Source: an optimization exercise on an open RTL-to-GDS flow (aim: small area, a short achievable clock period and few clock cycles per item). Production flows keep margins and buffers that such runs may drop.
In this exercise RTL edits were held to simulation tests only and were not proved equivalent to the original.

==> flow/design.v (excerpt) <==
module env_sensor_compensation_unit #(
	parameter int QUEUE_DEPTH = esc_pkg::QUEUE_DEPTH_DEF
) (
	input  logic                           clk,
	input  logic                           arst_n,
	input  logic                           s_tvalid,
	output logic                           s_tready,
	input  logic [esc_pkg::IN_DATA_W-1:0]  s_tdata,
	output logic                           m_tvalid,
	input  logic                           m_tready,
	output logic [esc_pkg::OUT_DATA_W-1:0] m_tdata,
	input  logic                           cfg_we,
	input  logic [esc_pkg::CFG_IDX_W-1:0]  cfg_index,
	input  logic [esc_pkg::CFG_DATA_W-1:0] cfg_wdata
);
	logic [47:0] cw_t, cw_p13, cw_p46, cw_p79;
	logic [31:0] cw_h13, cw_h46;
	logic [5:0]  cal_v;
	always_ff @(posedge clk) begin
		if (cfg_we) begin
			case (cfg_index)
				3'd0: cw_t   <= cfg_wdata;
				3'd1: cw_p13 <= cfg_wdata;
				3'd2: cw_p46 <= cfg_wdata;
				3'd3: cw_p79 <= cfg_wdata;
				3'd4: cw_h13 <= cfg_wdata[31:0];
				3'd5: cw_h46 <= cfg_wdata[31:0];
				default: ;
			endcase
		end
	end
	always_ff @(posedge clk or negedge arst_n) begin
		if (!arst_n) cal_v <= '0;
  ...
Settings: LEC_CHECK=0, ABC_AREA=0, ABC_CLOCK_PERIOD_IN_PS=4000, CAP_MARGIN=30, CORE_MARGIN=2, CORE_UTILIZATION=25, CTS_CLUSTER_DIAMETER=60, CTS_CLUSTER_SIZE=30, SETUP_SLACK_MARGIN=5, SLEW_MARGIN=20; clock period 12.5 ns.
run.sh (not shown) runs the stock make flow with config.mk's settings and CLKGATE_MAP_FILE= SYNTH_SCRIPT=/design/flow/synth_recipe.tcl, a recipe that flattens the netlist after the stock synthesis.
The baseline produced a clean layout.
Testbench counts at the start, summed over its fixed seeds: cycles 11,375, items 768.
Change:
- CORE_UTILIZATION: 25 -> 35
- CTS_CLUSTER_DIAMETER: 60 -> not set
- CTS_CLUSTER_SIZE: 30 -> not set
Effect:
- The new run finished clean
- area after synthesis stays the same
- via count barely changes
- utilization came out higher by 11 points
- critical path depth does not change

* * *

env_sensor_compensation_unit again, from the RTL that the note above started with.
==> flow/config.mk <==
export PLATFORM = sky130hd
export DESIGN_NAME = env_sensor_compensation_unit
export DESIGN_NICKNAME = env_sensor_compensation_unit
export VERILOG_FILES = /design/flow/design.v
export SDC_FILE = /design/flow/constraint.sdc
export NUM_CORES = 8
export LEC_CHECK = 0
export ABC_AREA = 0
export ABC_CLOCK_PERIOD_IN_PS = 4000
export CAP_MARGIN = 30
export CORE_MARGIN = 2
export CORE_UTILIZATION = 25
export GPL_TIMING_DRIVEN = 1
export SETUP_SLACK_MARGIN = 5
export SLEW_MARGIN = 20
==> flow/constraint.sdc <==
create_clock -name core_clock -period 12.5 [get_ports {clk}]
set_input_delay 2.5000 -clock core_clock [delete_from_list [all_inputs] [get_ports {clk}]]
set_output_delay 2.5000 -clock core_clock [all_outputs]
set_load 0.01 [all_outputs]
The baseline completed with no timing, DRC or antenna violations.
Testbench counts at the start, summed over its fixed seeds: cycles 11,375, items 768.
Next try:
Settings changed: GPL_TIMING_DRIVEN 1 to unset.
Die area stays the same.
Sequential share of layout area stays the same.
Count of clock-buffer cells in the layout stays the same.
Final cell count stays the same.
Sequential cell count is unchanged.
Final area is unchanged.
Routed wire length is unchanged.

* * *

Another version of the RTL of env_sensor_compensation_unit (not shown whole).
For scale: about 13000 cells after synthesis, roughly 140000 um2 of cells after synthesis.
Settings: LEC_CHECK=0, ABC_AREA=0, ABC_CLOCK_PERIOD_IN_PS=4000, CAP_MARGIN=40, CORE_MARGIN=2, CORE_UTILIZATION=25, SETUP_SLACK_MARGIN=5, SLEW_MARGIN=45; clock period 12.5 ns.
Testbench counts at the start, summed over its fixed seeds: cycles 11,375, items 768.
Change:
Settings changed: CAP_MARGIN 40 to 50, SLEW_MARGIN 45 to 60.
=> Global-route usage stays flat; final cell count rises by about 0.54%; synthesized area is unchanged; worst setup slack is better by 0.0082 ns; routed wire length rises by about 0.4%; non-clock buffer count is higher by 100.

* * *

Setup of run a:
env_sensor_compensation_unit, a different RTL version from the one above (not shown whole).
Size in the first run: about 16000 cells after synthesis, about 190 I/O pins.
Settings: LEC_CHECK=0, ABC_AREA=1, CAP_MARGIN=30, CORE_MARGIN=2, CORE_UTILIZATION=25, SETUP_SLACK_MARGIN=5, SLEW_MARGIN=20; clock period 12.5 ns.
Testbench counts of run a, summed over its fixed seeds: cycles 11,375, items 768.
Relative to run a, the following input files were edited for run b:
diff --git a/flow/config.mk b/flow/config.mk
--- a/flow/config.mk
+++ b/flow/config.mk
@@ -7,3 +7,4 @@
 export LEC_CHECK = 0
-export ABC_AREA = 1
+export ABC_AREA = 0
+export ABC_CLOCK_PERIOD_IN_PS = 4000
 export CAP_MARGIN = 30
==> notes.md <==
[run b vs run a] time the final worst path needs with I/O delays and setup: lower in run b
Final area in run b is 2.3% below run a.
Run a → run b: count of inverters not on the clock network in the layout lower; layout clock buffer count lower; total wirelength of the detailed-routed design lower.
Going from run a to run b, final cell count went down, setup slack went up 0.13 ns, cell area after technology mapping lower.

-- re-timing with driven ports --
Ports are ideal in the flow. The routed layouts listed here were re-timed in OpenROAD. Step 1 (the two cells are an assumption about what drives the block):
set clk [get_ports {clk}]
set_driving_cell -lib_cell sky130_fd_sc_hd__clkbuf_16 $clk
set_driving_cell -lib_cell sky130_fd_sc_hd__buf_2 [delete_from_list [all_inputs] $clk]
Step 2 moves the port delays by t, midway between the first and last clock arrival at a register: inputs arrive t later, outputs are due t later. That takes back most of the time a late clock gives input paths. Three values: ideal, step 1, step 2; two values: the first two.
run	t (ns)	slack for setup (ns)	latest minus earliest clock arrival (ns)	slew at the worst register clock pin (ns)	cell pins on the clock port's net
the first run of note 1	1.069	6.500 / 6.500 / 5.871	0.180 / 0.180	0.10 / 0.10	1
the second run of note 1	1.060	6.539 / 6.539 / 5.839	0.106 / 0.107	0.07 / 0.07	1
the first run of note 2	1.047	6.541 / 6.541 / 5.863	0.166 / 0.166	0.08 / 0.08	1
the second run of note 2	1.047	6.541 / 6.541 / 5.863	0.166 / 0.166	0.08 / 0.08	1
the first run of note 3	1.022	6.537 / 6.537 / 6.170	0.143 / 0.143	0.07 / 0.07	1
the second run of note 3	1.028	6.545 / 6.545 / 6.112	0.137 / 0.138	0.08 / 0.08	1
run a	1.055	5.954 / 5.954 / 5.954	0.075 / 0.076	0.07 / 0.07	1
run b	1.000	6.086 / 6.086 / 6.086	0.068 / 0.069	0.07 / 0.07	1
After both steps every run listed still meets setup and hold. For the second run of note 1, which loses most, drivers alone change the setup slack by 0.000 ns; drivers and shift together by -0.700 ns.
